Context: an optimization exercise on an open-source flow, tuned for small area, a short achievable clock period and few clock cycles per item. The choices shown serve that exercise and are no tape-out recipe. No run shown here included a check of the RTL's function; only the layout flow was run.

==> flow/design.v <==
`timescale 1ns / 1ps
package rsc_pkg;
  localparam logic OP_CONVERT = 1'b0;
  localparam logic OP_SET     = 1'b1;
endpackage
`timescale 1ns / 1ps
module rsc_split (
  input  logic [27:0] x,
  output logic [11:0] ys,
  output logic [11:0] yc
);
  wire rs0 = x[0] ^ x[11] ^ x[16];
  wire rc0 = (x[0] & x[11]) | (x[0] & x[16]) | (x[11] & x[16]);
  wire rs1 = x[1] ^ x[10] ^ x[11];
  wire rc1 = (x[1] & x[10]) | (x[1] & x[11]) | (x[10] & x[11]);
  wire rs2 = x[2] ^ x[11];
  wire rc2 = x[2] & x[11];
  wire rs3 = x[3] ^ x[14];
  wire rc3 = x[3] & x[14];
  wire rs4 = x[4] ^ x[11];
  wire rc4 = x[4] & x[11];
  wire rs5 = x[5] ^ x[14];
  wire rc5 = x[5] & x[14];
  wire rs6 = x[20] ^ x[26] ^ x[27];
  wire rc6 = (x[20] & x[26]) | (x[20] & x[27]) | (x[26] & x[27]);
  wire rs7 = rs0 ^ x[9];
  wire rn0 = ~x[9];
  wire rc7 = rs0 & rn0;
  wire rs8 = x[17] ^ rc0 ^ rs1;
  wire rc8 = (x[17] & rc0) | (x[17] & rs1) | (rc0 & rs1);
  wire rs9 = x[9] ^ x[12] ^ x[15];
  wire rc9 = (x[9] & x[12]) | (x[9] & x[15]) | (x[12] & x[15]);
  wire rs10 = x[19] ^ x[22];
  wire rc10 = x[19] | x[22];
  wire rs11 = x[18] ^ x[20] ^ x[27];
  wire rc11 = (x[18] & x[20]) | (x[18] & x[27]) | (x[20] & x[27]);
  wire rn1 = ~x[13];
  wire rs12 = rc1 ^ rs2 ^ rn1;
  wire rc12 = (rc1 & rs2) | (rc1 & rn1) | (rs2 & rn1);
  wire rs13 = x[16] ^ x[23] ^ x[24];
  wire rc13 = (x[16] & x[23]) | (x[16] & x[24]) | (x[23] & x[24]);
  wire rs14 = x[20] ^ x[26] ^ rc2;
  wire rc14 = (x[20] & x[26]) | (x[20] & rc2) | (x[26] & rc2);
  wire rn2 = ~rs3;
  wire rs15 = rn2 ^ x[10] ^ x[17];
  wire rc15 = (rn2 & x[10]) | (rn2 & x[17]) | (x[10] & x[17]);
  wire rs16 = x[19] ^ x[21] ^ x[25];
  wire rc16 = (x[19] & x[21]) | (x[19] & x[25]) | (x[21] & x[25]);
  wire rs17 = x[14] ^ rc3 ^ rs4;
  wire rc17 = (x[14] & rc3) | (x[14] & rs4) | (rc3 & rs4);
  wire rs18 = x[12] ^ x[15] ^ x[18];
  wire rc18 = (x[12] & x[15]) | (x[12] & x[18]) | (x[15] & x[18]);
  wire rs19 = x[19] ^ x[22] ^ x[27];
  wire rc19 = (x[19] & x[22]) | (x[19] & x[27]) | (x[22] & x[27]);
  wire rs20 = x[20] ^ rc4 ^ rs5;
  wire rc20 = (x[20] & rc4) | (x[20] & rs5) | (rc4 & rs5);
  wire rs21 = x[9] ^ x[13] ^ x[15];
  wire rc21 = (x[9] & x[13]) | (x[9] & x[15]) | (x[13] & x[15]);
  wire rs22 = x[19] ^ x[23] ^ x[24];
  wire rc22 = (x[19] & x[23]) | (x[19] & x[24]) | (x[23] & x[24]);
  wire rs23 = x[6] ^ x[12] ^ x[16];
  wire rc23 = (x[6] & x[12]) | (x[6] & x[16]) | (x[12] & x[16]);
  wire rn3 = ~x[10];
  wire rs24 = x[27] ^ rc5 ^ rn3;
  wire rc24 = (x[27] & rc5) | (x[27] & rn3) | (rc5 & rn3);
  wire rs25 = x[21] ^ x[25] ^ x[26];
  wire rc25 = (x[21] & x[25]) | (x[21] & x[26]) | (x[25] & x[26]);
  wire rs26 = x[7] ^ x[13] ^ x[14];
  wire rc26 = (x[7] & x[13]) | (x[7] & x[14]) | (x[13] & x[14]);
  wire rs27 = x[17] ^ x[24] ^ rn0;
  wire rc27 = (x[17] & x[24]) | (x[17] & rn0) | (x[24] & rn0);
  wire rs28 = x[19] ^ x[22];
  wire rc28 = x[19] | x[22];
  wire rs29 = x[8] ^ x[18] ^ x[20];
  wire rc29 = (x[8] & x[18]) | (x[8] & x[20]) | (x[18] & x[20]);
  wire rn4 = ~x[25];
  wire rs30 = rn4 ^ x[10] ^ x[15];
  wire rc30 = (rn4 & x[10]) | (rn4 & x[15]) | (x[10] & x[15]);
  wire rs31 = x[23] ^ x[26];
  wire rc31 = x[23] | x[26];
  wire rn5 = ~rs6;
  wire rs32 = rn5 ^ x[15] ^ x[19];
  wire rc32 = (rn5 & x[15]) | (rn5 & x[19]) | (x[15] & x[19]);
  wire rs33 = rc6 ^ rc7 ^ rs8;
  wire rc33 = (rc6 & rc7) | (rc6 & rs8) | (rc7 & rs8);
  wire rs34 = rs10 ^ x[25];
  wire rc34 = rs10 & rn4;
  wire rs35 = rc8 ^ rs11 ^ rs12;
  wire rc35 = (rc8 & rs11) | (rc8 & rs12) | (rs11 & rs12);
  wire rs36 = rc9 ^ rc10 ^ rs13;
  wire rc36 = (rc9 & rc10) | (rc9 & rs13) | (rc10 & rs13);
  wire rs37 = rc11 ^ rc12 ^ rs14;
  wire rc37 = (rc11 & rc12) | (rc11 & rs14) | (rc12 & rs14);
  wire rs38 = rc13 ^ rs15 ^ rs16;
  wire rc38 = (rc13 & rs15) | (rc13 & rs16) | (rs15 & rs16);
  wire rn6 = ~rc15;
  wire rs39 = rc14 ^ rs17 ^ rn6;
  wire rc39 = (rc14 & rs17) | (rc14 & rn6) | (rs17 & rn6);
  wire rs40 = rc16 ^ rs18 ^ rs19;
  wire rc40 = (rc16 & rs18) | (rc16 & rs19) | (rs18 & rs19);
  wire rn7 = ~rc18;
  wire rs41 = rc17 ^ rs20 ^ rn7;
  wire rc41 = (rc17 & rs20) | (rc17 & rn7) | (rs20 & rn7);
  wire rs42 = rc19 ^ rs21 ^ rs22;
  wire rc42 = (rc19 & rs21) | (rc19 & rs22) | (rs21 & rs22);
  wire rs43 = rc20 ^ rs23 ^ rs24;
  wire rc43 = (rc20 & rs23) | (rc20 & rs24) | (rs23 & rs24);
  wire rs44 = rc21 ^ rc22 ^ rs25;
  wire rc44 = (rc21 & rc22) | (rc21 & rs25) | (rc22 & rs25);
  wire rs45 = rc23 ^ rc24 ^ rs26;
  wire rc45 = (rc23 & rc24) | (rc23 & rs26) | (rc24 & rs26);
  wire rn8 = ~rc25;
  wire rs46 = rs27 ^ rs28 ^ rn8;
  wire rc46 = (rs27 & rs28) | (rs27 & rn8) | (rs28 & rn8);
  wire rs47 = rc26 ^ rc27 ^ rs29;
  wire rc47 = (rc26 & rc27) | (rc26 & rs29) | (rc27 & rs29);
  wire rn9 = ~rs31;
  wire rs48 = rn9 ^ rc28 ^ rs30;
  wire rc48 = (rn9 & rc28) | (rn9 & rs30) | (rc28 & rs30);
  wire rs49 = rc29 ^ rc30;
  wire rn10 = ~rc30;
  wire rc49 = rc29 & rn10;
  wire rs50 = x[21] ^ x[24];
  wire rc50 = x[21] | x[24];
  wire rn11 = ~rs33;
  wire rs51 = rn11 ^ rs9 ^ rc32;
  wire rc51 = (rn11 & rs9) | (rn11 & rc32) | (rs9 & rc32);
  wire rs52 = rc33 ^ rc34 ^ rs35;
  wire rc52 = (rc33 & rc34) | (rc33 & rs35) | (rc34 & rs35);
  wire rn12 = ~rc36;
  wire rs53 = rc35 ^ rs37 ^ rn12;
  wire rc53 = (rc35 & rs37) | (rc35 & rn12) | (rs37 & rn12);
  wire rn13 = ~rc38;
  wire rs54 = rc37 ^ rs39 ^ rn13;
  wire rc54 = (rc37 & rs39) | (rc37 & rn13) | (rs39 & rn13);
  wire rn14 = ~rc40;
  wire rs55 = rc39 ^ rs41 ^ rn14;
  wire rc55 = (rc39 & rs41) | (rc39 & rn14) | (rs41 & rn14);
  wire rn15 = ~rc42;
  wire rs56 = rc41 ^ rs43 ^ rn15;
  wire rc56 = (rc41 & rs43) | (rc41 & rn15) | (rs43 & rn15);
  wire rs57 = rc43 ^ rs45 ^ rs46;
  wire rc57 = (rc43 & rs45) | (rc43 & rs46) | (rs45 & rs46);
  wire rs58 = rc45 ^ rc46 ^ rs47;
  wire rc58 = (rc45 & rc46) | (rc45 & rs47) | (rc46 & rs47);
  wire rn16 = ~rc47;
  wire rs59 = rn16 ^ rc31 ^ rc48;
  wire rc59 = (rn16 & rc31) | (rn16 & rc48) | (rc31 & rc48);
  wire rs60 = rs50 ^ rs7;
  wire rn17 = ~rs7;
  wire rc60 = rs50 & rn17;
  wire rs61 = rs34 ^ rc50 ^ rs51;
  wire rc61 = (rs34 & rc50) | (rs34 & rs51) | (rc50 & rs51);
  wire rn18 = ~rs52;
  wire rs62 = rn18 ^ rs36 ^ rc51;
  wire rc62 = (rn18 & rs36) | (rn18 & rc51) | (rs36 & rc51);
  wire rn19 = ~rs38;
  wire rs63 = rc52 ^ rs53 ^ rn19;
  wire rc63 = (rc52 & rs53) | (rc52 & rn19) | (rs53 & rn19);
  wire rn20 = ~rs40;
  wire rs64 = rc53 ^ rs54 ^ rn20;
  wire rc64 = (rc53 & rs54) | (rc53 & rn20) | (rs54 & rn20);
  wire rn21 = ~rs42;
  wire rs65 = rc54 ^ rs55 ^ rn21;
  wire rc65 = (rc54 & rs55) | (rc54 & rn21) | (rs55 & rn21);
  wire rn22 = ~rs44;
  wire rs66 = rc55 ^ rs56 ^ rn22;
  wire rc66 = (rc55 & rs56) | (rc55 & rn22) | (rs56 & rn22);
  wire rn23 = ~rc44;
  wire rs67 = rc56 ^ rs57 ^ rn23;
  wire rc67 = (rc56 & rs57) | (rc56 & rn23) | (rs57 & rn23);
  wire rn24 = ~rs48;
  wire rs68 = rc57 ^ rs58 ^ rn24;
  wire rc68 = (rc57 & rs58) | (rc57 & rn24) | (rs58 & rn24);
  wire rn25 = ~rc58;
  wire rs69 = rn25 ^ rs49 ^ rs59;
  wire rc69 = (rn25 & rs49) | (rn25 & rs59) | (rs49 & rs59);
  wire rs70 = rc49 ^ rc59;
  wire rn26 = ~rc59;
  wire rc70 = rc49 & rn26;
  assign ys = {rc70, ~rc69, rc68, rc67, rc66, rc65, rc64, rc63, ~rc62, ~rc61, rc60, ~rs32};
  assign yc = {1'b0, ~rs70, ~rs69, rs68, rs67, rs66, rs65, rs64, rs63, ~rs62, ~rs61, ~rs60};
endmodule
module rsc_mod15 (
  input  logic [31:0] v,
  output logic [3:0]  na,
  output logic [3:0]  nb
);
  wire ms0 = v[2] ^ v[6] ^ v[10];
  wire mc0 = (v[2] & v[6]) | (v[2] & v[10]) | (v[6] & v[10]);
  wire ms1 = v[3] ^ v[7] ^ v[11];
  wire mc1 = (v[3] & v[7]) | (v[3] & v[11]) | (v[7] & v[11]);
  wire ms2 = v[15] ^ v[19] ^ v[23];
  wire mc2 = (v[15] & v[19]) | (v[15] & v[23]) | (v[19] & v[23]);
  wire ms3 = v[4] ^ v[8] ^ v[12];
  wire mc3 = (v[4] & v[8]) | (v[4] & v[12]) | (v[8] & v[12]);
  wire ms4 = v[16] ^ v[20] ^ v[24];
  wire mc4 = (v[16] & v[20]) | (v[16] & v[24]) | (v[20] & v[24]);
  wire ms5 = v[5] ^ v[9] ^ v[13];
  wire mc5 = (v[5] & v[9]) | (v[5] & v[13]) | (v[9] & v[13]);
  wire ms6 = v[17] ^ v[21] ^ v[25];
  wire mc6 = (v[17] & v[21]) | (v[17] & v[25]) | (v[21] & v[25]);
  wire ms7 = v[14] ^ v[18] ^ v[22];
  wire mc7 = (v[14] & v[18]) | (v[14] & v[22]) | (v[18] & v[22]);
  wire ms8 = v[26] ^ v[30] ^ ms0;
  wire mc8 = (v[26] & v[30]) | (v[26] & ms0) | (v[30] & ms0);
  wire ms9 = v[27] ^ v[31] ^ mc0;
  wire mc9 = (v[27] & v[31]) | (v[27] & mc0) | (v[31] & mc0);
  wire ms10 = v[28] ^ mc1 ^ mc2;
  wire mc10 = (v[28] & mc1) | (v[28] & mc2) | (mc1 & mc2);
  wire ms11 = v[29] ^ mc3 ^ mc4;
  wire mc11 = (v[29] & mc3) | (v[29] & mc4) | (mc3 & mc4);
  wire ms12 = mc5 ^ mc6 ^ ms7;
  wire mc12 = (mc5 & mc6) | (mc5 & ms7) | (mc6 & ms7);
  wire ms13 = ms1 ^ ms2 ^ mc7;
  wire mc13 = (ms1 & ms2) | (ms1 & mc7) | (ms2 & mc7);
  wire ms14 = ms3 ^ ms4 ^ mc9;
  wire mc14 = (ms3 & ms4) | (ms3 & mc9) | (ms4 & mc9);
  wire ms15 = ms5 ^ ms6 ^ mc10;
  wire mc15 = (ms5 & ms6) | (ms5 & mc10) | (ms6 & mc10);
  wire ms16 = ms8 ^ mc11 ^ ms12;
  wire mc16 = (ms8 & mc11) | (ms8 & ms12) | (mc11 & ms12);
  wire ms17 = mc8 ^ ms9 ^ mc12;
  wire mc17 = (mc8 & ms9) | (mc8 & mc12) | (ms9 & mc12);
  wire ms18 = ms10 ^ mc13 ^ ms14;
  wire mc18 = (ms10 & mc13) | (ms10 & ms14) | (mc13 & ms14);
  wire ms19 = ms11 ^ mc14 ^ ms15;
  wire mc19 = (ms11 & mc14) | (ms11 & ms15) | (mc14 & ms15);
  wire ms20 = mc15 ^ ms16 ^ mc19;
  wire mc20 = (mc15 & ms16) | (mc15 & mc19) | (ms16 & mc19);
  wire ms21 = ms13 ^ mc16 ^ ms17;
  wire mc21 = (ms13 & mc16) | (ms13 & ms17) | (mc16 & ms17);
  wire ms22 = mc17 ^ ms18 ^ mc21;
  wire mc22 = (mc17 & ms18) | (mc17 & mc21) | (ms18 & mc21);
  wire ms23 = mc18 ^ ms19 ^ mc22;
  wire mc23 = (mc18 & ms19) | (mc18 & mc22) | (ms19 & mc22);
  assign na = {ms23, ms22, mc20, ms20};
  assign nb = {1'b0, 1'b0, ms21, mc23};
endmodule
module rsc_mod15_fin (
  input  logic [3:0] na,
  input  logic [3:0] nb,
  output logic [3:0] n
);
  logic [4:0] s;
  assign s = {1'b0, na} + {1'b0, nb};
  always_comb begin
    case (s)
      5'd0: n = 4'd0;
      5'd1: n = 4'd1;
      5'd2: n = 4'd2;
      5'd3: n = 4'd3;
      5'd4: n = 4'd4;
      5'd5: n = 4'd5;
      5'd6: n = 4'd6;
      5'd7: n = 4'd7;
      5'd8: n = 4'd8;
      5'd9: n = 4'd9;
      5'd10: n = 4'd10;
      5'd11: n = 4'd11;
      5'd12: n = 4'd12;
      5'd13: n = 4'd13;
      5'd14: n = 4'd14;
      5'd15: n = 4'd0;
      5'd16: n = 4'd1;
      5'd17: n = 4'd2;
      5'd18: n = 4'd3;
      5'd19: n = 4'd4;
      5'd20: n = 4'd5;
      5'd21: n = 4'd6;
      5'd22: n = 4'd7;
      5'd23: n = 4'd8;
      5'd24: n = 4'd9;
      5'd25: n = 4'd10;
      5'd26: n = 4'd11;
      5'd27: n = 4'd12;
      5'd28: n = 4'd13;
      5'd29: n = 4'd14;
      5'd30: n = 4'd0;
      default: n = 4'd0;
    endcase
  end
endmodule
module rsc_tabs (
  input  logic [11:0] y,
  input  logic [2:0]  d,
  output logic [4:0]  kb,
  output logic        hour0,
  output logic        hour23
);
  logic [17:0] e;
  wire t1 = (y[11] | (y[10] | (y[9] | (y[8] | (y[7] & (y[6] & (y[5] & (y[4] | (y[3] | (y[2] | (y[1] | (y[0] & 1'b1))))))))))));
  wire t2 = (y[11] | (y[10] | (y[9] | (y[8] & (y[7] & (y[6] & (y[5] | (y[4] | (y[3] | (y[2] | (y[1] & (y[0] | 1'b1))))))))))));
  wire t3 = (y[11] | (y[10] | (y[9] & (y[8] | (y[7] & (y[6] | (y[5] & (y[4] | (y[3] | (y[2] | (y[1] & (y[0] & 1'b1))))))))))));
  wire t4 = (y[11] | (y[10] | (y[9] & (y[8] & (y[7] & (y[6] | (y[5] | (y[4] | (y[3] | (y[2] & (y[1] | (y[0] | 1'b1))))))))))));
  wire t5 = (y[11] | (y[10] & (y[9] | (y[8] | (y[7] | (y[6] & (y[5] & (y[4] | (y[3] | (y[2] & (y[1] | (y[0] & 1'b1))))))))))));
  wire t6 = (y[11] | (y[10] & (y[9] | (y[8] & (y[7] | (y[6] & (y[5] | (y[4] | (y[3] | (y[2] & (y[1] & (y[0] | 1'b1))))))))))));
  wire t7 = (y[11] | (y[10] & (y[9] & (y[8] | (y[7] | (y[6] | (y[5] & (y[4] | (y[3] | (y[2] & (y[1] & (y[0] & 1'b1))))))))))));
  wire t8 = (y[11] | (y[10] & (y[9] & (y[8] & (y[7] | (y[6] | (y[5] | (y[4] | (y[3] & (y[2] | (y[1] | (y[0] | 1'b1))))))))))));
  wire t9 = (y[11] | (y[10] & (y[9] & (y[8] & (y[7] & (y[6] & (y[5] & (y[4] | (y[3] & (y[2] | (y[1] | (y[0] & 1'b1))))))))))));
  wire t10 = (y[11] & (y[10] | (y[9] | (y[8] | (y[7] & (y[6] & (y[5] | (y[4] | (y[3] & (y[2] | (y[1] & (y[0] | 1'b1))))))))))));
  wire t11 = (y[11] & (y[10] | (y[9] | (y[8] & (y[7] & (y[6] | (y[5] & (y[4] | (y[3] & (y[2] | (y[1] & (y[0] & 1'b1))))))))))));
  wire t12 = (y[11] & (y[10] | (y[9] & (y[8] | (y[7] & (y[6] | (y[5] | (y[4] | (y[3] & (y[2] & (y[1] | (y[0] | 1'b1))))))))))));
  wire t13 = (y[11] & (y[10] | (y[9] & (y[8] & (y[7] | (y[6] & (y[5] & (y[4] | (y[3] & (y[2] & (y[1] | (y[0] & 1'b1))))))))))));
  wire t14 = (y[11] & (y[10] & (y[9] | (y[8] | (y[7] | (y[6] & (y[5] | (y[4] | (y[3] & (y[2] & (y[1] & (y[0] | 1'b1))))))))))));
  wire t15 = (y[11] & (y[10] & (y[9] | (y[8] & (y[7] | (y[6] | (y[5] & (y[4] | (y[3] & (y[2] & (y[1] & (y[0] & 1'b1))))))))))));
  wire t16 = (y[11] & (y[10] & (y[9] & (y[8] | (y[7] | (y[6] | (y[5] | (y[4] & (y[3] | (y[2] | (y[1] | (y[0] | 1'b1))))))))))));
  wire t17 = (y[11] & (y[10] & (y[9] & (y[8] | (y[7] & (y[6] & (y[5] & (y[4] & (y[3] | (y[2] | (y[1] | (y[0] & 1'b1))))))))))));
  assign e[0] = 1'b1 & ~t1;
  assign e[1] = t1 & ~t2;
  assign e[2] = t2 & ~t3;
  assign e[3] = t3 & ~t4;
  assign e[4] = t4 & ~t5;
  assign e[5] = t5 & ~t6;
  assign e[6] = t6 & ~t7;
  assign e[7] = t7 & ~t8;
  assign e[8] = t8 & ~t9;
  assign e[9] = t9 & ~t10;
  assign e[10] = t10 & ~t11;
  assign e[11] = t11 & ~t12;
  assign e[12] = t12 & ~t13;
  assign e[13] = t13 & ~t14;
  assign e[14] = t14 & ~t15;
  assign e[15] = t15 & ~t16;
  assign e[16] = t16 & ~t17;
  assign e[17] = t17;
  assign kb[0] = e[1] | e[3] | e[5] | e[7] | e[9] | e[11] | e[13] | e[15] | e[17];
  assign kb[1] = e[2] | e[3] | e[6] | e[7] | e[10] | e[11] | e[14] | e[15];
  assign kb[2] = e[4] | e[5] | e[6] | e[7] | e[12] | e[13] | e[14] | e[15];
  assign kb[3] = e[8] | e[9] | e[10] | e[11] | e[12] | e[13] | e[14] | e[15];
  assign kb[4] = e[16] | e[17];
  assign hour0 = (e[0] & (d == 3'd0)) | (e[3] & (d == 3'd5)) | (e[6] & (d == 3'd2)) | (e[9] & (d == 3'd7)) | (e[12] & (d == 3'd4)) | (e[15] & (d == 3'd1));
  assign hour23 = (e[2] & (d == 3'd5)) | (e[5] & (d == 3'd2)) | (e[8] & (d == 3'd7)) | (e[11] & (d == 3'd4)) | (e[14] & (d == 3'd1)) | (e[17] & (d == 3'd6));
endmodule
module rsc_hour (
  input  logic [4:0] kb,
  input  logic [2:0] d,
  output logic [4:0] hour
);
  always_comb begin
    case ({kb, d})
      8'd0: hour = 5'd0;
      8'd1: hour = 5'd9;
      8'd2: hour = 5'd18;
      8'd3: hour = 5'd3;
      8'd4: hour = 5'd12;
      8'd5: hour = 5'd21;
      8'd6: hour = 5'd6;
      8'd7: hour = 5'd15;
      8'd8: hour = 5'd1;
      8'd9: hour = 5'd10;
      8'd10: hour = 5'd19;
      8'd11: hour = 5'd4;
      8'd12: hour = 5'd13;
      8'd13: hour = 5'd22;
      8'd14: hour = 5'd7;
      8'd15: hour = 5'd16;
      8'd16: hour = 5'd2;
      8'd17: hour = 5'd11;
      8'd18: hour = 5'd20;
      8'd19: hour = 5'd5;
      8'd20: hour = 5'd14;
      8'd21: hour = 5'd23;
      8'd22: hour = 5'd8;
      8'd23: hour = 5'd17;
      8'd24: hour = 5'd3;
      8'd25: hour = 5'd12;
      8'd26: hour = 5'd21;
      8'd27: hour = 5'd6;
      8'd28: hour = 5'd15;
      8'd29: hour = 5'd0;
      8'd30: hour = 5'd9;
      8'd31: hour = 5'd18;
      8'd32: hour = 5'd4;
      8'd33: hour = 5'd13;
      8'd34: hour = 5'd22;
      8'd35: hour = 5'd7;
      8'd36: hour = 5'd16;
      8'd37: hour = 5'd1;
      8'd38: hour = 5'd10;
      8'd39: hour = 5'd19;
      8'd40: hour = 5'd5;
      8'd41: hour = 5'd14;
      8'd42: hour = 5'd23;
      8'd43: hour = 5'd8;
      8'd44: hour = 5'd17;
      8'd45: hour = 5'd2;
      8'd46: hour = 5'd11;
      8'd47: hour = 5'd20;
      8'd48: hour = 5'd6;
      8'd49: hour = 5'd15;
      8'd50: hour = 5'd0;
      8'd51: hour = 5'd9;
      8'd52: hour = 5'd18;
      8'd53: hour = 5'd3;
      8'd54: hour = 5'd12;
      8'd55: hour = 5'd21;
      8'd56: hour = 5'd7;
      8'd57: hour = 5'd16;
      8'd58: hour = 5'd1;
      8'd59: hour = 5'd10;
      8'd60: hour = 5'd19;
      8'd61: hour = 5'd4;
      8'd62: hour = 5'd13;
      8'd63: hour = 5'd22;
      8'd64: hour = 5'd8;
      8'd65: hour = 5'd17;
      8'd66: hour = 5'd2;
      8'd67: hour = 5'd11;
      8'd68: hour = 5'd20;
      8'd69: hour = 5'd5;
      8'd70: hour = 5'd14;
      8'd71: hour = 5'd23;
      8'd72: hour = 5'd9;
      8'd73: hour = 5'd18;
      8'd74: hour = 5'd3;
      8'd75: hour = 5'd12;
      8'd76: hour = 5'd21;
      8'd77: hour = 5'd6;
      8'd78: hour = 5'd15;
      8'd79: hour = 5'd0;
      8'd80: hour = 5'd10;
      8'd81: hour = 5'd19;
      8'd82: hour = 5'd4;
      8'd83: hour = 5'd13;
      8'd84: hour = 5'd22;
      8'd85: hour = 5'd7;
      8'd86: hour = 5'd16;
      8'd87: hour = 5'd1;
      8'd88: hour = 5'd11;
      8'd89: hour = 5'd20;
      8'd90: hour = 5'd5;
      8'd91: hour = 5'd14;
      8'd92: hour = 5'd23;
      8'd93: hour = 5'd8;
      8'd94: hour = 5'd17;
      8'd95: hour = 5'd2;
      8'd96: hour = 5'd12;
      8'd97: hour = 5'd21;
      8'd98: hour = 5'd6;
      8'd99: hour = 5'd15;
      8'd100: hour = 5'd0;
      8'd101: hour = 5'd9;
      8'd102: hour = 5'd18;
      8'd103: hour = 5'd3;
      8'd104: hour = 5'd13;
      8'd105: hour = 5'd22;
      8'd106: hour = 5'd7;
      8'd107: hour = 5'd16;
      8'd108: hour = 5'd1;
      8'd109: hour = 5'd10;
      8'd110: hour = 5'd19;
      8'd111: hour = 5'd4;
      8'd112: hour = 5'd14;
      8'd113: hour = 5'd23;
      8'd114: hour = 5'd8;
      8'd115: hour = 5'd17;
      8'd116: hour = 5'd2;
      8'd117: hour = 5'd11;
      8'd118: hour = 5'd20;
      8'd119: hour = 5'd5;
      8'd120: hour = 5'd15;
      8'd121: hour = 5'd0;
      8'd122: hour = 5'd9;
      8'd123: hour = 5'd18;
      8'd124: hour = 5'd3;
      8'd125: hour = 5'd12;
      8'd126: hour = 5'd21;
      8'd127: hour = 5'd6;
      8'd128: hour = 5'd16;
      8'd129: hour = 5'd1;
      8'd130: hour = 5'd10;
      8'd131: hour = 5'd19;
      8'd132: hour = 5'd4;
      8'd133: hour = 5'd13;
      8'd134: hour = 5'd22;
      8'd135: hour = 5'd7;
      8'd136: hour = 5'd17;
      8'd137: hour = 5'd2;
      8'd138: hour = 5'd11;
      8'd139: hour = 5'd20;
      8'd140: hour = 5'd5;
      8'd141: hour = 5'd14;
      8'd142: hour = 5'd23;
      8'd143: hour = 5'd8;
      default: hour = 5'd0;
    endcase
  end
endmodule
`timescale 1ns / 1ps
module rsc_date (
  input  logic [13:0] year,
  input  logic [3:0]  month,
  input  logic [4:0]  day,
  output logic        last_day
);
  logic [11:0] w;
  logic [6:0]  r25;
  logic        div25;
  logic        leap;
  always_comb begin
    w     = year[13:2];
    r25   = 7'(w[0]) + {w[1], 1'b0} + {w[2], 2'b0} + {w[3], 3'b0} + {w[4], 4'b0}
          + 7'({3{w[5]}}) + {w[6], w[6], w[6], 1'b0} + 7'({2{w[7]}}) + {w[8], w[8], 1'b0}
          + {w[9], w[9], 2'b0} + {w[10], w[10], 3'b0} + {w[11], 1'b0, w[11], w[11], w[11]};
    div25 = (r25 == 7'd0) || (r25 == 7'd25) || (r25 == 7'd50) || (r25 == 7'd75)
         || (r25 == 7'd100);
    leap  = (year[1:0] == 2'd0) && (!div25 || (year[3:2] == 2'd0));
    case (month)
      4'd2:                    last_day = (day[4:2] == 3'b111) && (day[1:0] != 2'd0 || !leap);
      4'd4, 4'd6, 4'd9, 4'd11: last_day = (day[4:1] == 4'b1111);
      default:                 last_day = (day == 5'd31);
    endcase
  end
endmodule
`timescale 1ns / 1ps
module rtc_seconds_to_calendar (
  input  logic          clk,
  input  logic          rst,
  input  logic          cmd_valid,
  output logic          cmd_stall,
  input  logic [72:0]   cmd,
  output logic          res_valid,
  input  logic          res_stall,
  output logic [56:0]   res
);
  logic        p0_valid, p1_valid, p2_valid;
  logic        p0_op, p1_op, p2_op;
  logic [39:0] p0_d, p1_d, p2_d;
  assign cmd_stall = res_valid && res_stall;
  always_ff @(posedge clk) begin
    if (rst) begin
      p0_valid  <= 1'b0;
      p1_valid  <= 1'b0;
      p2_valid  <= 1'b0;
      res_valid <= 1'b0;
    end else if (!cmd_stall) begin
      p0_valid  <= cmd_valid;
      p1_valid  <= p0_valid;
      p2_valid  <= p1_valid;
      res_valid <= p2_valid;
    end
  end
  always_ff @(posedge clk) begin
    if (!cmd_stall) begin
      p0_op <= cmd[72];
      p0_d  <= (cmd[72] == rsc_pkg::OP_SET) ? cmd[39:0] : {8'd0, cmd[71:40]};
    end
  end
  logic [11:0] ys, yc;
  logic [3:0]  na, nb;
  rsc_split u_split (
    .x  (p0_d[31:4]),
    .ys (ys),
    .yc (yc)
  );
  rsc_mod15 u_mod15 (
    .v  (p0_d[31:0]),
    .na (na),
    .nb (nb)
  );
  always_ff @(posedge clk) begin
    if (!cmd_stall) begin
      p1_op <= p0_op;
      p1_d  <= (p0_op == rsc_pkg::OP_SET) ? p0_d : {1'b0, nb, na, yc, ys, p0_d[6:0]};
    end
  end
  logic [11:0] y;
  logic [2:0]  d;
  logic [3:0]  n;
  logic [4:0]  kb;
  logic        hour0;
  logic        hour23;
  logic [5:0]  pm;
  assign y = p1_d[18:7] + p1_d[30:19];
  assign d = p1_d[6:4] - y[2:0];
  rsc_mod15_fin u_fin (
    .na (p1_d[34:31]),
    .nb (p1_d[38:35]),
    .n  (n)
  );
  rsc_tabs u_tabs (
    .y      (y),
    .d      (d),
    .kb     (kb),
    .hour0  (hour0),
    .hour23 (hour23)
  );
  assign pm = {n[1:0], n} - {p1_d[3:2], 2'b00, p1_d[3:2]} - {y[3:0], 2'b00};
  always_ff @(posedge clk) begin
    if (!cmd_stall) begin
      p2_op <= p1_op;
      p2_d  <= (p1_op == rsc_pkg::OP_SET) ? p1_d
             : {18'd0, hour23, hour0, kb, d, pm, n, p1_d[1:0]};
    end
  end
  logic [4:0]  c_kb;
  logic [2:0]  c_d;
  logic [4:0]  c_hour;
  logic [5:0]  c_minute;
  logic [5:0]  c_second;
  logic        c_hour0;
  logic        c_hour23;
  assign c_second = p2_d[5:0];
  assign c_d      = p2_d[14:12];
  assign c_kb     = p2_d[19:15];
  assign c_hour0  = p2_d[20];
  assign c_hour23 = p2_d[21];
  assign c_minute = {p2_d[11:8] + c_kb[3:0], p2_d[7:6]};
  rsc_hour u_hour (
    .kb   (c_kb),
    .d    (c_d),
    .hour (c_hour)
  );
  logic [13:0] year;
  logic [3:0]  month;
  logic [4:0]  day;
  logic        last23;
  logic        last_day;
  logic        src_last_day;
  logic        is_set;
  logic        take;
  logic        live;
  logic        advance;
  logic [16:0] set_load;
  logic [4:0]  r_hour;
  logic [5:0]  r_minute;
  logic [5:0]  r_second;
  logic [16:0] r_load;
  assign is_set   = (p2_op == rsc_pkg::OP_SET);
  assign take     = p2_valid && !cmd_stall;
  assign live     = (year != 14'd0);
  assign advance  = live && last23 && last_day && c_hour0;
  assign set_load = (17'(p2_d[16:12]) << 12) - (17'(p2_d[16:12]) << 9) + (17'(p2_d[16:12]) << 4)
                  + (17'(p2_d[11:6]) << 6) - (17'(p2_d[11:6]) << 2) + 17'(p2_d[5:0]);
  rsc_date u_date (
    .year     ((p2_valid && is_set) ? p2_d[39:26] : year),
    .month    ((p2_valid && is_set) ? p2_d[25:22] : month),
    .day      ((p2_valid && is_set) ? p2_d[21:17] : day),
    .last_day (src_last_day)
  );
  always_ff @(posedge clk) begin
    if (!cmd_stall) last_day <= src_last_day;
  end
  always_ff @(posedge clk) begin
    if (rst) begin
      year   <= '0;
      month  <= '0;
      day    <= '0;
      last23 <= 1'b0;
    end else if (take) begin
      if (is_set) begin
        year  <= p2_d[39:26];
        month <= p2_d[25:22];
        day   <= p2_d[21:17];
      end else begin
        if (advance) begin
          day <= 5'd1;
          if (month[3] && month[2]) begin
            month <= 4'd1;
            year  <= year + 14'd1;
          end else begin
            month <= month + 4'd1;
          end
        end else if (live && last23 && c_hour0) begin
          day <= day + 5'd1;
        end
        if (live) last23 <= c_hour23;
      end
    end
  end
  always_ff @(posedge clk) begin
    if (!cmd_stall) begin
      if (is_set) begin
        r_hour   <= p2_d[16:12];
        r_minute <= p2_d[11:6];
        r_second <= p2_d[5:0];
        r_load   <= set_load;
      end else begin
        r_hour   <= c_hour;
        r_minute <= c_minute;
        r_second <= c_second;
        r_load   <= '0;
      end
    end
  end
  assign res = {year, month, day, r_hour, r_minute, r_second, r_load};
endmodule
==> flow/run.sh <==
#!/bin/bash
# synth_recipe.tcl (not shown) runs the flow's synth.tcl, then flattens the netlist and writes it again
# the make line also repeats each setting of config.mk as NAME=value (left out here)
make -C /OpenROAD-flow-scripts/flow DESIGN_CONFIG=/design/flow/config.mk WORK_HOME=/design/flow/orfs CLKGATE_MAP_FILE= SYNTH_SCRIPT=/design/flow/synth_recipe.tcl finish
==> flow/config.mk <==
export PLATFORM = sky130hd
export DESIGN_NAME = rtc_seconds_to_calendar
export DESIGN_NICKNAME = rtc_seconds_to_calendar
export VERILOG_FILES = /design/flow/design.v
export SDC_FILE = /design/flow/constraint.sdc
export NUM_CORES = 4
export LEC_CHECK = 0
export ABC_CLOCK_PERIOD_IN_PS = 3000
export CAP_MARGIN = 20
export CORE_MARGIN = 2
export CORE_UTILIZATION = 40
export PLACE_DENSITY = 0.6
export SETUP_SLACK_MARGIN = 4.2
export SLEW_MARGIN = 20
==> flow/constraint.sdc <==
create_clock -name core_clock -period 7.5 [get_ports {clk}]
set_input_delay 1.5000 -clock core_clock [delete_from_list [all_inputs] [get_ports {clk}]]
set_output_delay 1.5000 -clock core_clock [all_outputs]
set_load 0.01 [all_outputs]
==> summary.txt, run 1 <==
CTS
  – Clock Latency Late Sink: between 0.4 and 0.5 ns
  – CTS Hold Bufs: 0
  – CTS tree: done
  – Clock Sinks: 191
  – Root buffer cell: clkbuf_16
  – H-tree level count: 4
  – Num CTS Buffers: 17
  – Max Buffers Root-to-Sink: 2
  – Clock transition at path regs: ~0.08 ns

Logic synthesis
  – EDFF count, synth: 158
  – Yosys top cell by area: edfxtp_1
  – Avg Cell Area, Syn: about 11 sq um
  – Register area share after synthesis: 0.372
  – Number of synthesized register bits: between 150 and 200
  – Cells taking the most area after synthesis: edfxtp_1 (33%), fa_1 (14%), ha_1 (7.7%)
  – Commonest register cell after synthesis: edfxtp_1
  – Mapped Cells: 1362
  – Share of the synthesized area in the top cell type: 0.327
  – Synth async-reset ratio: 0
  – Synth Warn #: 4
  – Mapped Area: around 15000 sq um
  – Synth Net Count: approximately 1.6k
  – Library cells used by synthesis: a little over 90

Timing
  – Final setup violation count: 0
  – RSZ-0062 raised after global routing: true
  – Final setup TNS: 0 ns
  – Fin worst setup slack: roughly 3.0 ns
  – Slew HR: 0.425
  – Clock skew: ~0.012 ns
  – Count of final hold-check violations: 0
  – Part of the cycle the worst path needs: 0.597
  – Slew of the pin with the lowest slew margin: approximately 0.86 ns
  – Final Critical Period: 4.48 ns
  – Max-slew violations: 0
  – Achievable clock frequency: ~220 MHz

Floorplanning
  – Core area: roughly 36000 sq um
  – I/O pin total: 136
  – Die area: about 38000 sq um
  – Die Ht: ~190 um
  – Die X: between 150 and 200 um
  – Initial core utilization: 0.408
  – Row count: 69

Route
  – Vias per cell: between 5 and 6
  – Vias: about 11k
  – Wire per inst: around 19 um
  – ANT nets after route: 0
  – DRC errors left: 0
  – Overall routed net length: between 30000 and 40000 um
  – Drt initial violations: between 800 and 900
  – Pre-Repair DR Iteration Count: 7

Setup path
  – Crit Path Class: reg2reg
  – CP max stage cell: fa_2
  – Critical path launch point type: register
  – Crit Path Max Fanout: 6
  – Critical Path End Type: register
  – Critical-path cell list: buf_6, nand2_8, mux2_4, fa_2, inv_2, fa_2, fa_1, inv_1, ha_2, fa_2, xor2_2, or3_1, a211oi_2, a41oi_1, nor2_1, a21oi_2, a21oi_1, o21a_1
  – CP max stage delay: about 0.54 ns
  – CP dominant cell by count: fa_2
  – Worst path bufs/invs: 3
  – CP required: just under 8 ns
  – CP arrival: approximately 4.8 ns
  – Critical path's top delay family: adder cells

Finish
  – Diode count: 0
  – Total Nets Final: approximately 1.9k
  – Most frequent cells in the layout: edfxtp_1 (158), inv_1 (154), buf_4 (132)
  – Area delta synth->final: 34.3%
  – Ratio of cells with drive above 1 in the final layout: 0.303
  – Most common cell after layout, fill and taps aside: edfxtp_1
  – Fin area: between 15000 and 20000 sq um

Global routing
  – Most Crowded Layer GR: met2
  – First-pass GRT wire length: ~62000 um
  – Vias in the first global route: around 11k
  – Met3 Usage GRT: 0.0337
  – Grt ovf: 0
  – Tot GR Track Use: 0.209
  – Grt met1 use: 0.271
  – Initial antenna violation count: 0
  – Met2 Use GR: 0.354
  – Largest net degree at the start of global routing: 71

Run status
  – Outcome: complete, no violations

Placement
  – GPL Wtd Cong: 0.947
  – Post-DP HPWL: between 20000 and 30000 um
  – Placement Cell Area: about 17000 sq um
  – Worst slack, placed: about 2.5 ns
  – IO buf count: about 140

Worst hold path
  – Hold WC Path Type: reg2reg

Run
  – MaxCap Viol Count: 0
state kept, by name, summed over array words and instances (netlist names), 6 cells and up:
register / flops
p1_d: 40
r_second: 6
p2_d: 40
r_load: 17
r_minute: 6
year: 14
p0_d: 40
worst paths after layout:
| kind | start | to | slack (ns) | depth (start not counted) |
|---|---|---|---|---|
| setup / recovery | p2_op$_DFFE_PN_ | last_day$_DFFE_PN_ | 3.02 | 18 |
| hold / removal | p1_d[1]$_DFFE_PN_ | p2_d[1]$_DFFE_PN_ | 0.42 | 0 |
| setup reg to reg | p2_op$_DFFE_PN_ | last_day$_DFFE_PN_ | 3.02 | 18 |
| hold reg to reg | p1_d[1]$_DFFE_PN_ | p2_d[1]$_DFFE_PN_ | 0.42 | 0 |
routing by layer:
metal	part of all wire	wire length, um	vias to the layer above
met5	0	0	-
met4	0.029	1160	0
met3	0.047	1860	77
met2	0.49	19400	344
met1	0.43	17000	5571
li1	-	-	5353
repair_timing:
item / 4_1_cts / 5_1_grt
gates cloned: 5 / 1
resized for setup: 159 / 94
setup endpoints to repair: 122 / 39
setup buffers: 116 / 39
pin swaps: 97 / 63
cell type report:
type | instances | area [sq um]
Fill cell | 3087 | 16100
Multi-Input combinational cell | 945 | 9520
Sequential cell | 191 | 5410
Timing Repair Buffer | 298 | 2710
Inverter | 186 | 714
Tap cell | 461 | 577
Clock buffer | 17 | 425
Clock inverter | 15 | 154
Yosys cell counts (all sizes together) (3+ instances only):
| cell | instances |
|---|---|
| o31a | 4 |
| o22ai | 5 |
| o21a | 9 |
| mux2i | 25 |
| inv | 185 |
| nor3 | 22 |
| nand2 | 72 |
| a211oi | 16 |
| ha | 90 |
| buf | 19 |
| edfxtp | 158 |
| a41oi | 4 |
| nand3 | 19 |
| nor4 | 3 |
| and2 | 36 |
| o21ai | 53 |
| xor2 | 17 |
| nand4 | 15 |
| o311ai | 4 |
| fa | 103 |
| o2bb2ai | 3 |
| o2111ai | 8 |
| a2111oi | 6 |
| or2 | 9 |
| o31ai | 5 |
| clkbuf | 27 |
| or3 | 8 |
| o21bai | 8 |
| and3 | 12 |
| a311oi | 3 |
| nand2b | 5 |
| nor2 | 113 |
| mux2 | 70 |
| xnor2 | 33 |
| a32oi | 4 |
| a21oi | 75 |
| dfxtp | 33 |
| o211ai | 13 |
| a221oi | 7 |
| a21o | 14 |
| a31oi | 8 |
| a22oi | 5 |
logic make-up after synthesis:
family,after synthesis,synth area share
AND/OR/NAND/NOR,326,0.110
AO/OA/AOI/OAI,274,0.133
buffers and inverters,232,0.0610
adder cells (fa/ha/maj),193,0.219
flip-flops,191,0.372
multiplexers,96,0.0730
XOR/XNOR,50,0.0317
through the flow:
stage	instances	utilization	hold slack, ns
finish	2113	0.547	0.421
global route	2113	0.547	0.429
CTS	2073	0.529	0.423
detailed placement	1920	0.465	0.405
global placement	1920	0.465	0.403
floorplan	1362	-	0.400
==> run 2: changes to the inputs <==
--- a/flow/design.v
+++ b/flow/design.v
@@ -243,43 +243,10 @@
   output logic [3:0] n
 );
   logic [4:0] s;
+  logic [3:0] t;
   assign s = {1'b0, na} + {1'b0, nb};
-  always_comb begin
-    case (s)
-      5'd0: n = 4'd0;
-      5'd1: n = 4'd1;
-      5'd2: n = 4'd2;
-      5'd3: n = 4'd3;
-      5'd4: n = 4'd4;
-      5'd5: n = 4'd5;
-      5'd6: n = 4'd6;
-      5'd7: n = 4'd7;
-      5'd8: n = 4'd8;
-      5'd9: n = 4'd9;
-      5'd10: n = 4'd10;
-      5'd11: n = 4'd11;
-      5'd12: n = 4'd12;
-      5'd13: n = 4'd13;
-      5'd14: n = 4'd14;
-      5'd15: n = 4'd0;
-      5'd16: n = 4'd1;
-      5'd17: n = 4'd2;
-      5'd18: n = 4'd3;
-      5'd19: n = 4'd4;
-      5'd20: n = 4'd5;
-      5'd21: n = 4'd6;
-      5'd22: n = 4'd7;
-      5'd23: n = 4'd8;
-      5'd24: n = 4'd9;
-      5'd25: n = 4'd10;
-      5'd26: n = 4'd11;
-      5'd27: n = 4'd12;
-      5'd28: n = 4'd13;
-      5'd29: n = 4'd14;
-      5'd30: n = 4'd0;
-      default: n = 4'd0;
-    endcase
-  end
+  assign t = s[3:0] + {3'd0, s[4]};
+  assign n = (t == 4'd15) ? 4'd0 : t;
 endmodule
 module rsc_tabs (
   input  logic [11:0] y,
@@ -337,175 +304,46 @@
   input  logic [2:0] d,
   output logic [4:0] hour
 );
+  logic [4:0] nine_d;
+  logic [5:0] s;
   always_comb begin
-    case ({kb, d})
-      8'd0: hour = 5'd0;
-      8'd1: hour = 5'd9;
-      8'd2: hour = 5'd18;
-      8'd3: hour = 5'd3;
-      8'd4: hour = 5'd12;
-      8'd5: hour = 5'd21;
-      8'd6: hour = 5'd6;
-      8'd7: hour = 5'd15;
-      8'd8: hour = 5'd1;
-      8'd9: hour = 5'd10;
-      8'd10: hour = 5'd19;
-      8'd11: hour = 5'd4;
-      8'd12: hour = 5'd13;
-      8'd13: hour = 5'd22;
-      8'd14: hour = 5'd7;
-      8'd15: hour = 5'd16;
-      8'd16: hour = 5'd2;
-      8'd17: hour = 5'd11;
-      8'd18: hour = 5'd20;
-      8'd19: hour = 5'd5;
-      8'd20: hour = 5'd14;
-      8'd21: hour = 5'd23;
-      8'd22: hour = 5'd8;
-      8'd23: hour = 5'd17;
-      8'd24: hour = 5'd3;
-      8'd25: hour = 5'd12;
-      8'd26: hour = 5'd21;
-      8'd27: hour = 5'd6;
-      8'd28: hour = 5'd15;
-      8'd29: hour = 5'd0;
-      8'd30: hour = 5'd9;
-      8'd31: hour = 5'd18;
-      8'd32: hour = 5'd4;
-      8'd33: hour = 5'd13;
-      8'd34: hour = 5'd22;
-      8'd35: hour = 5'd7;
-      8'd36: hour = 5'd16;
-      8'd37: hour = 5'd1;
-      8'd38: hour = 5'd10;
-      8'd39: hour = 5'd19;
-      8'd40: hour = 5'd5;
-      8'd41: hour = 5'd14;
-      8'd42: hour = 5'd23;
-      8'd43: hour = 5'd8;
-      8'd44: hour = 5'd17;
-      8'd45: hour = 5'd2;
-      8'd46: hour = 5'd11;
-      8'd47: hour = 5'd20;
-      8'd48: hour = 5'd6;
-      8'd49: hour = 5'd15;
-      8'd50: hour = 5'd0;
-      8'd51: hour = 5'd9;
-      8'd52: hour = 5'd18;
-      8'd53: hour = 5'd3;
-      8'd54: hour = 5'd12;
-      8'd55: hour = 5'd21;
-      8'd56: hour = 5'd7;
-      8'd57: hour = 5'd16;
-      8'd58: hour = 5'd1;
-      8'd59: hour = 5'd10;
-      8'd60: hour = 5'd19;
-      8'd61: hour = 5'd4;
-      8'd62: hour = 5'd13;
-      8'd63: hour = 5'd22;
-      8'd64: hour = 5'd8;
-      8'd65: hour = 5'd17;
-      8'd66: hour = 5'd2;
-      8'd67: hour = 5'd11;
-      8'd68: hour = 5'd20;
-      8'd69: hour = 5'd5;
-      8'd70: hour = 5'd14;
-      8'd71: hour = 5'd23;
-      8'd72: hour = 5'd9;
-      8'd73: hour = 5'd18;
-      8'd74: hour = 5'd3;
-      8'd75: hour = 5'd12;
-      8'd76: hour = 5'd21;
-      8'd77: hour = 5'd6;
-      8'd78: hour = 5'd15;
-      8'd79: hour = 5'd0;
-      8'd80: hour = 5'd10;
-      8'd81: hour = 5'd19;
-      8'd82: hour = 5'd4;
-      8'd83: hour = 5'd13;
-      8'd84: hour = 5'd22;
-      8'd85: hour = 5'd7;
-      8'd86: hour = 5'd16;
-      8'd87: hour = 5'd1;
-      8'd88: hour = 5'd11;
-      8'd89: hour = 5'd20;
-      8'd90: hour = 5'd5;
-      8'd91: hour = 5'd14;
-      8'd92: hour = 5'd23;
-      8'd93: hour = 5'd8;
-      8'd94: hour = 5'd17;
-      8'd95: hour = 5'd2;
-      8'd96: hour = 5'd12;
-      8'd97: hour = 5'd21;
-      8'd98: hour = 5'd6;
-      8'd99: hour = 5'd15;
-      8'd100: hour = 5'd0;
-      8'd101: hour = 5'd9;
-      8'd102: hour = 5'd18;
-      8'd103: hour = 5'd3;
-      8'd104: hour = 5'd13;
-      8'd105: hour = 5'd22;
-      8'd106: hour = 5'd7;
-      8'd107: hour = 5'd16;
-      8'd108: hour = 5'd1;
-      8'd109: hour = 5'd10;
-      8'd110: hour = 5'd19;
-      8'd111: hour = 5'd4;
-      8'd112: hour = 5'd14;
-      8'd113: hour = 5'd23;
-      8'd114: hour = 5'd8;
-      8'd115: hour = 5'd17;
-      8'd116: hour = 5'd2;
-      8'd117: hour = 5'd11;
-      8'd118: hour = 5'd20;
-      8'd119: hour = 5'd5;
-      8'd120: hour = 5'd15;
-      8'd121: hour = 5'd0;
-      8'd122: hour = 5'd9;
-      8'd123: hour = 5'd18;
-      8'd124: hour = 5'd3;
-      8'd125: hour = 5'd12;
-      8'd126: hour = 5'd21;
-      8'd127: hour = 5'd6;
-      8'd128: hour = 5'd16;
-      8'd129: hour = 5'd1;
-      8'd130: hour = 5'd10;
-      8'd131: hour = 5'd19;
-      8'd132: hour = 5'd4;
-      8'd133: hour = 5'd13;
-      8'd134: hour = 5'd22;
-      8'd135: hour = 5'd7;
-      8'd136: hour = 5'd17;
-      8'd137: hour = 5'd2;
-      8'd138: hour = 5'd11;
-      8'd139: hour = 5'd20;
-      8'd140: hour = 5'd5;
-      8'd141: hour = 5'd14;
-      8'd142: hour = 5'd23;
-      8'd143: hour = 5'd8;
-      default: hour = 5'd0;
+    case (d)
+      3'd0: nine_d = 5'd0;
+      3'd1: nine_d = 5'd9;
+      3'd2: nine_d = 5'd18;
+      3'd3: nine_d = 5'd3;
+      3'd4: nine_d = 5'd12;
+      3'd5: nine_d = 5'd21;
+      3'd6: nine_d = 5'd6;
+      3'd7: nine_d = 5'd15;
+      default: nine_d = 5'd0;
     endcase
+    s = {1'b0, kb} + {1'b0, nine_d};
+    hour = (s >= 6'd24) ? 5'(s - 6'd24) : s[4:0];
   end
 endmodule
 `timescale 1ns / 1ps
 module rsc_date (
-  input  logic [13:0] year,
-  input  logic [3:0]  month,
-  input  logic [4:0]  day,
-  output logic        last_day
+  input  logic [11:0] w,
+  output logic [6:0]  r25
 );
-  logic [11:0] w;
-  logic [6:0]  r25;
-  logic        div25;
-  logic        leap;
+  assign r25 = 7'(w[0]) + {w[1], 1'b0} + {w[2], 2'b0} + {w[3], 3'b0} + {w[4], 4'b0}
+             + 7'({3{w[5]}}) + {w[6], w[6], w[6], 1'b0} + 7'({2{w[7]}}) + {w[8], w[8], 1'b0}
+             + {w[9], w[9], 2'b0} + {w[10], w[10], 3'b0} + {w[11], 1'b0, w[11], w[11], w[11]};
+endmodule
+module rsc_last_day (
+  input  logic [3:0] year_lo,
+  input  logic [6:0] r25,
+  input  logic [3:0] month,
+  input  logic [4:0] day,
+  output logic       leap,
+  output logic       last_day
+);
+  logic div25;
   always_comb begin
-    w     = year[13:2];
-    r25   = 7'(w[0]) + {w[1], 1'b0} + {w[2], 2'b0} + {w[3], 3'b0} + {w[4], 4'b0}
-          + 7'({3{w[5]}}) + {w[6], w[6], w[6], 1'b0} + 7'({2{w[7]}}) + {w[8], w[8], 1'b0}
-          + {w[9], w[9], 2'b0} + {w[10], w[10], 3'b0} + {w[11], 1'b0, w[11], w[11], w[11]};
     div25 = (r25 == 7'd0) || (r25 == 7'd25) || (r25 == 7'd50) || (r25 == 7'd75)
          || (r25 == 7'd100);
-    leap  = (year[1:0] == 2'd0) && (!div25 || (year[3:2] == 2'd0));
+    leap  = (year_lo[1:0] == 2'd0) && (!div25 || (year_lo[3:2] == 2'd0));
     case (month)
       4'd2:                    last_day = (day[4:2] == 3'b111) && (day[1:0] != 2'd0 || !leap);
       4'd4, 4'd6, 4'd9, 4'd11: last_day = (day[4:1] == 4'b1111);
@@ -617,7 +455,6 @@
   logic [4:0]  day;
   logic        last23;
   logic        last_day;
-  logic        src_last_day;
   logic        is_set;
   logic        take;
   logic        live;
@@ -631,16 +468,50 @@
   assign take     = p2_valid && !cmd_stall;
   assign live     = (year != 14'd0);
   assign advance  = live && last23 && last_day && c_hour0;
+  always_comb begin
+    case (month)
+      4'd2:                    last_day = (day[4:2] == 3'b111) && (day[1:0] != 2'd0 || !leap);
+      4'd4, 4'd6, 4'd9, 4'd11: last_day = (day[4:1] == 4'b1111);
+      default:                 last_day = (day == 5'd31);
+    endcase
+  end
   assign set_load = (17'(p2_d[16:12]) << 12) - (17'(p2_d[16:12]) << 9) + (17'(p2_d[16:12]) << 4)
                   + (17'(p2_d[11:6]) << 6) - (17'(p2_d[11:6]) << 2) + 17'(p2_d[5:0]);
-  rsc_date u_date (
-    .year     ((p2_valid && is_set) ? p2_d[39:26] : year),
-    .month    ((p2_valid && is_set) ? p2_d[25:22] : month),
-    .day      ((p2_valid && is_set) ? p2_d[21:17] : day),
-    .last_day (src_last_day)
+  logic [6:0]  r25_src;
+  logic [6:0]  r25;
+  logic        year_new;
+  logic        leap;
+  logic        set_leap;
+  logic        cur_leap;
+  rsc_date u_r25 (
+    .w   ((p1_valid && p1_op == rsc_pkg::OP_SET) ? p1_d[39:28] : year[13:2]),
+    .r25 (r25_src)
+  );
+  rsc_last_day u_set_leap (
+    .year_lo  (p2_d[29:26]),
+    .r25      (r25),
+    .month    (p2_d[25:22]),
+    .day      (p2_d[21:17]),
+    .leap     (set_leap),
+    .last_day ()
   );
+  rsc_last_day u_cur_leap (
+    .year_lo  (year[3:0]),
+    .r25      (r25),
+    .month    (month),
+    .day      (day),
+    .leap     (cur_leap),
+    .last_day ()
+  );
+  always_ff @(posedge clk) begin
+    if (!cmd_stall) begin
+      r25 <= r25_src;
+      if (p2_valid && is_set) leap <= set_leap;
+      else if (!year_new) leap <= cur_leap;
+    end
+  end
   always_ff @(posedge clk) begin
-    if (!cmd_stall) last_day <= src_last_day;
+    if (!cmd_stall) year_new <= take && (is_set || advance);
   end
   always_ff @(posedge clk) begin
     if (rst) begin
--- a/flow/config.mk
+++ b/flow/config.mk
@@ -10,5 +10,5 @@
 export CORE_MARGIN = 2
 export CORE_UTILIZATION = 40
 export PLACE_DENSITY = 0.6
-export SETUP_SLACK_MARGIN = 4.2
+export SETUP_SLACK_MARGIN = 4.0
 export SLEW_MARGIN = 20
==> run 2 against run 1 <==
Net effect:
- synthesized area decreased by 1.0%
- worst hold slack worse by 0.0013 ns
- sequential share of layout area increased by 3.6 points
- count of clock-buffer cells in the layout rose by 1
- synthesized cell count shrank 4.3%
- global-route usage down 1.4 points
- sequential cell count is 8 higher
- highest routed layer unchanged
==> summary.txt, run 2 <==
Run status
  – Outcome: complete, no violations

Timing
  – Achievable clock frequency: 269 MHz (+20%)
  – Count of final hold-check violations: 0 (unchanged)
  – Part of the cycle the worst path needs: 0.496 (-0.100)
  – Final Critical Period: 3.72 ns (-0.754 ns)
  – Final setup TNS: 0 ns (unchanged)
  – Slew HR: 0.485 (+0.0600)
  – Final setup violation count: 0 (unchanged)
  – RSZ-0062 raised after global routing: true
  – Slew of the pin with the lowest slew margin: 0.773 ns (-0.0900 ns)
  – Clock skew: 0.0179 ns (+0.00596 ns)
  – Max-slew violations: 0 (unchanged)

CTS
  – H-tree level count: 4 (unchanged)
  – Clock Latency Late Sink: 0.46 ns (about the same)
  – Clock Sinks: 199 (+4.2%)
  – Clock transition at path regs: 0.07 ns (about the same)
  – Root buffer cell: clkbuf_16
  – CTS tree: done
  – Max Buffers Root-to-Sink: 2 (unchanged)
  – Num CTS Buffers: 17 (unchanged)

Logic synthesis
  – Synth Net Count: 1583 (-3.0%)
  – Share of the synthesized area in the top cell type: 0.347 (+0.0201)
  – Most frequent cell after synthesis: inv_1
  – Avg Cell Area, Syn: 11.0 sq um (+3.4%)
  – Mapped Cells: 1304 (-4.3%)
  – Synth Warn #: 3 (-1)
  – Most frequent cells after synthesis: inv_1 (202), edfxtp_1 (166), fa_1 (105)
  – Xor/xnor share of the synthesized area: 0.0284 (-0.00333)
  – Register area share after synthesis: 0.393 (+0.0206)
  – Commonest register cell after synthesis: edfxtp_1
  – Synth Area in Compound Gates: 0.112 (-0.0212)
  – Largest family of logic cells by synthesized area: adder cells
  – Number of synthesized register bits: 199 (+4.2%)
  – EDFF count, synth: 166 (+5.1%)
  – Cells taking the most area after synthesis: edfxtp_1 (35%), fa_1 (15%), ha_1 (8.4%)
  – Mapped Area: 14400 sq um (-1.0%)
  – Adder-Cell Fraction of Synth Area: 0.231 (+0.0111)
  – Yosys top cell by area: edfxtp_1
  – Mux share of post-synthesis cell area: 0.0659 (-0.00716)
  – Library cells used by synthesis: 82 (-12%)
  – Synth Area in Simple Gates: 0.106 (-0.00348)
  – Synth async-reset ratio: 0 (unchanged)

Route
  – ANT nets after route: 0 (unchanged)
  – Drt initial violations: 645 (-21%)
  – Vias per cell: 5.23 (-2.5%)
  – Pre-Repair DR Iteration Count: 5 (-2)
  – Wire per inst: 18.6 um (-0.44%)
  – Overall routed net length: 36400 um (-7.6%)
  – Vias: 10.3k (-9.6%)
  – DRC errors left: 0 (unchanged)

Floorplanning
  – Row count: 69 (unchanged)
  – Initial core utilization: 0.405 (-0.00221)
  – Die area: 37500 sq um (-1.0%)
  – I/O pin total: 136 (unchanged)
  – Die Ht: 194 um (-0.50%)
  – Core area: 35500 sq um (-0.48%)
  – Die X: 194 um (-0.50%)

Finish
  – Largest registers: p0_d x40, p1_d x40, p2_d x40
  – Ratio of cells with drive above 1 in the final layout: 0.201 (-0.102)
  – Area delta synth->final: 25.3%
  – Number of fill cells in the layout: 3149 (+2.0%)
  – Total Nets Final: 1765 (-7.5%)
  – Most common cell after layout, fill and taps aside: inv_1
  – Diode count: 0 (unchanged)
  – Most frequent cells in the layout: inv_1 (187), edfxtp_1 (166), clkdlybuf4s50_1 (131)

Placement
  – IO buf count: 135 (unchanged)
  – GPL Wtd Cong: 0.948 (about the same)
  – Post-DP HPWL: 26800 um (-3.3%)

Setup path
  – Worst path bufs/invs: 3 (unchanged)
  – Critical Path End Type: register
  – Critical-path cell list: buf_12, nand2_8, mux2_4, fa_1, fa_1, fa_1, ha_2, inv_2, fa_2, inv_2, a21o_1, a21oi_2, xnor2_1
  – Crit Path Class: reg2reg
  – CP arrival: 3.93 ns (-0.87 ns)
  – Critical path's top delay family: adder cells
  – CP max stage delay: 0.56 ns (+0.02 ns)
  – Crit Path Max Fanout: 6 (unchanged)
  – CP dominant cell by count: fa_1
  – CP required: 7.71 ns (-0.12 ns)
  – CP max stage cell: fa_1
  – Critical path launch point type: register

Global routing
  – Initial antenna violation count: 0 (unchanged)
  – Tot GR Track Use: 0.195 (-0.0141)
  – Grt ovf: 0 (unchanged)
  – Vias in the first global route: 10.3k (-10%)
  – First-pass GRT wire length: 56500 um (-8.6%)
  – Largest net degree at the start of global routing: 59 (-17%)

Run
  – MaxCap Viol Count: 0 (unchanged)

Worst hold path
  – Hold WC Path Type: reg2reg
run 2: metal layers:
metal	vias up	wire length [um]	track usage
met5	-	0	0
met2	280	17700	0.325
met3	67	1590	0.0303
met4	0	1330	0.0823
met1	4989	15800	0.253
li1	4920	-	-
run 2: final cells by class:
cell class	count	area, sq um	share of cell area
Multi-Input combinational cell	865	8550	0.475
Sequential cell	199	5650	0.313
Inverter	203	764	0.0424
Clock inverter	14	150	0.00833
Timing Repair Buffer	200	1900	0.105
Tap cell	461	577	0.0320
Clock buffer	18	429	0.0238
run 2: logic make-up (layout without fill, tap and decap cells):
family                     Yosys count  in the layout
AOI/OAI and AO/OA                  234            234
xor gates and xnor gates            44             44
adders and majority gates          202            202
buffers and inverters              243            435
DFF                                199            199
muxes                               86             86
and+or+nand+nor                    296            299
run 2: what timing repair did:
item,CTS,global route
setup buffers,34,24
resized for setup,80,62
hold buffers,0,0
pin swaps,28,32
cloned,5,0
setup endpoints to repair,94,41
run 2: metrics by stage:
step	std cells	util	hold slack (ns)	setup slack, ns	cell area (sq um)
final	1960	0.508	0.420	3.78	18000
after floorplan	1304	-	0.400	3.63	14500
after CTS	1936	0.494	0.423	3.77	17500
after detailed placement	1865	0.458	0.406	2.57	16300
after global placement	1865	0.458	0.403	2.63	16300
after global routing	1960	0.508	0.426	3.66	18000
run 2: path summary, 6_finish.rpt:
| path | from | endpoint | slack, ns | depth (start not counted) |
|---|---|---|---|---|
| setup / recovery | p1_op$_DFFE_PN_ | r25[6]$_DFFE_PN_ | 3.78 | 13 |
| hold / removal | p1_d[0]$_DFFE_PN_ | p2_d[0]$_DFFE_PN_ | 0.42 | 0 |
| setup reg to reg | p1_op$_DFFE_PN_ | r25[6]$_DFFE_PN_ | 3.78 | 13 |
| hold reg to reg | p1_d[0]$_DFFE_PN_ | p2_d[0]$_DFFE_PN_ | 0.42 | 0 |
run 2: worst reg2reg max path, stage by stage, from the launching register on:
cell	delay [ns]
edfxtp_1	0.43
buf_12	0.17
nand2_8	0.10
mux2_4	0.36
fa_1	0.56
fa_1	0.43
fa_1	0.51
ha_2	0.19
inv_2	0.04
fa_2	0.34
inv_2	0.05
a21o_1	0.13
a21oi_2	0.06
xnor2_1	0.11
==> run 3: changes to the inputs <==
--- a/flow/config.mk
+++ b/flow/config.mk
@@ -10,5 +10,4 @@
 export CORE_MARGIN = 2
 export CORE_UTILIZATION = 40
 export PLACE_DENSITY = 0.6
-export SETUP_SLACK_MARGIN = 4.0
 export SLEW_MARGIN = 20
==> run 3 against run 2 <==
Net effect:
- setup slack got worse by 0.80 ns
- highest routed layer unchanged
- final area fell by 7.0%
- worst hold slack gained 0.0030 ns
- die area unchanged
- first-iteration DRC count down 13%
- critical endpoint unchanged
- count of clock-buffer cells in the layout stayed put
- largest cell class unchanged
==> summary.txt, run 3 <==
Setup path
  – Crit Path Class: reg2reg
  – R2R setup slack: 2.97 ns (-0.80 ns)
  – Reg-to-reg startpoint: p1_op$_DFFE_PN_
  – FF-to-FF End: r25[6]$_DFFE_PN_
  – Crit Path Max Fanout: 53 (+47)
  – CP required: 7.71 ns (about the same)
  – Worst r2r path cells: 14 (+1)

Timing
  – Final hold slack: 0.423 ns (+0.00298 ns)
  – Max-slew violations: 0 (unchanged)
  – Slew of the pin with the lowest slew margin: 1.04 ns (+0.270 ns)
  – Final setup violation count: 0 (unchanged)
  – Final Critical Period: 4.53 ns (+0.805 ns)
  – Clock skew: 0.0113 ns (-0.00666 ns)

Finish
  – Total Nets Final: 1702 (-3.6%)
  – Most common cell after layout, fill and taps aside: inv_1
  – Fin area: 16800 sq um (-7.0%)
  – Most frequent cells in the layout: inv_1 (202), edfxtp_1 (166), clkdlybuf4s50_1 (133)
  – Area delta synth->final: 16.5%

Worst hold path
  – WHS Endpoint: p2_d[0]$_DFFE_PN_
  – Hold WC Path Type: reg2reg

Global routing
  – Initial antenna violation count: 1 (+1)
  – Vias in the first global route: 10.1k (-2.0%)
  – Tot GR Track Use: 0.183 (-0.0121)

CTS
  – # Post-CTS Setup Buffers: 0 (-100%)
  – Root buffer cell: clkbuf_16
  – CTS tree: done
  – Clock transition at path regs: 0.08 ns (about the same)
  – Max Buffers Root-to-Sink: 2 (unchanged)
  – Clock Latency Late Sink: 0.46 ns (about the same)

Route
  – Vias per cell: 5.24 (about the same)
  – Overall routed net length: 33100 um (-9.0%)
  – ANT nets after route: 0 (unchanged)
  – Pre-Repair DR Iteration Count: 7 (+2)
  – Wire per inst: 17.4 um (-6.0%)

Run
  – MaxCap Viol Count: 0 (unchanged)

Logic synthesis
  – Mapped Area: 14400 sq um (unchanged)
  – Register area share after synthesis: 0.393 (unchanged)
  – Mapped Cells: 1304 (unchanged)
  – Cells taking the most area after synthesis: edfxtp_1 (35%), fa_1 (15%), ha_1 (8.4%)
  – Library cells used by synthesis: 82 (unchanged)
  – Share of the synthesized area in the top cell type: 0.347 (unchanged)
  – Commonest register cell after synthesis: edfxtp_1
  – Avg Cell Area, Syn: 11.0 sq um (unchanged)

Floorplanning
  – Initial core utilization: 0.405 (unchanged)
  – Die X: 194 um (unchanged)
  – I/O pin total: 136 (unchanged)

Run status
  – Outcome: complete, no violations
run 3: cell counts after synthesis:
No cell type changed its count.
run 3: cell type report:
| cell class | instances | area [sq um] | area share |
|---|---|---|---|
| Inverter | 203 | 762 | 0.0455 |
| Multi-Input combinational cell | 862 | 7820 | 0.467 |
| Clock buffer | 18 | 429 | 0.0256 |
| Clock inverter | 14 | 143 | 0.00852 |
| Timing Repair Buffer | 140 | 1380 | 0.0823 |
| Tap cell | 461 | 577 | 0.0344 |
| Sequential cell | 199 | 5650 | 0.337 |
run 3: critical path, cell delays in order (launching register included):
cell      delay [ns]
edfxtp_1        0.32
buf_4           0.40
nand2_1         0.45
mux2i_1         0.48
inv_1           0.11
fa_1            0.48
fa_1            0.52
fa_1            0.55
ha_1            0.17
inv_1           0.05
fa_1            0.39
inv_1           0.07
a21o_1          0.10
a21oi_1         0.07
xnor2_1         0.13
run 3: logic make-up (layout without fill, tap and decap cells):
group,count (synthesis),count (layout),synth area share
AOI/OAI and AO/OA,234,234,0.112
xor gates and xnor gates,44,44,0.0284
adders and majority gates,202,202,0.231
and+or+nand+nor,296,296,0.106
muxes,86,86,0.0659
DFF,199,199,0.393
buffers and inverters,243,375,0.0645
run 3: worst max-delay path by stage:
stage                          from          endpoint  slack (ns)  cells past startpoint
floorplan                 res_stall         cmd_stall        1.70                      3
global placement    p1_op$_DFFE_PN_  r25[6]$_DFFE_PN_        2.98                     14
detailed placement  p1_op$_DFFE_PN_  r25[6]$_DFFE_PN_        2.94                     14
CTS                 p1_op$_DFFE_PN_  r25[6]$_DFFE_PN_        2.94                     14
global route        p1_op$_DFFE_PN_  r25[6]$_DFFE_PN_        2.62                     14
finish              p1_op$_DFFE_PN_  r25[6]$_DFFE_PN_        2.97                     14
run 3: layer usage:
metal / part of all wire / GRT usage
met5: 0 / 0
met4: 0.033 / 0.0741
met3: 0.045 / 0.0294
met2: 0.46 / 0.295
met1: 0.46 / 0.246
run 3: metrics by stage:
stage / util / setup WS [ns] / instances
floorplan: - / 1.70 / 1304
global placement: 0.456 / 2.98 / 1865
detailed placement: 0.456 / 2.94 / 1865
CTS: 0.472 / 2.94 / 1897
global route: 0.472 / 2.62 / 1897
finish: 0.472 / 2.97 / 1897

-- afterwards: timing with drivers on the ports --
In the flow no input, the clock included, has a driving cell. The finished layouts below were timed again as built, in two steps. Step 1: set_driving_cell puts a clkbuf_16 on clk and a buf_2 on each other input, an assumption about the parent block. Step 2, shift: input delay + t, output delay - t, t = (earliest + latest rising clock arrival at the registers) / 2. This alone moves slack from input paths to output paths. a / b / c = ideal / step 1 / step 2; a / b = the first two.
run | t, ns | setup slack, ns | pins driven straight from the clock port
run 1 | 0.493 | 3.024 / 3.024 / 3.024 | 1
run 2 | 0.502 | 3.777 / 3.777 / 3.766 | 1
run 3 | 0.500 | 2.973 / 2.973 / 2.973 | 1
After both steps every run listed still meets setup and hold. The setup slack of run 2, which loses most, moves by 0.000 ns with the drivers and by -0.011 ns with both steps.
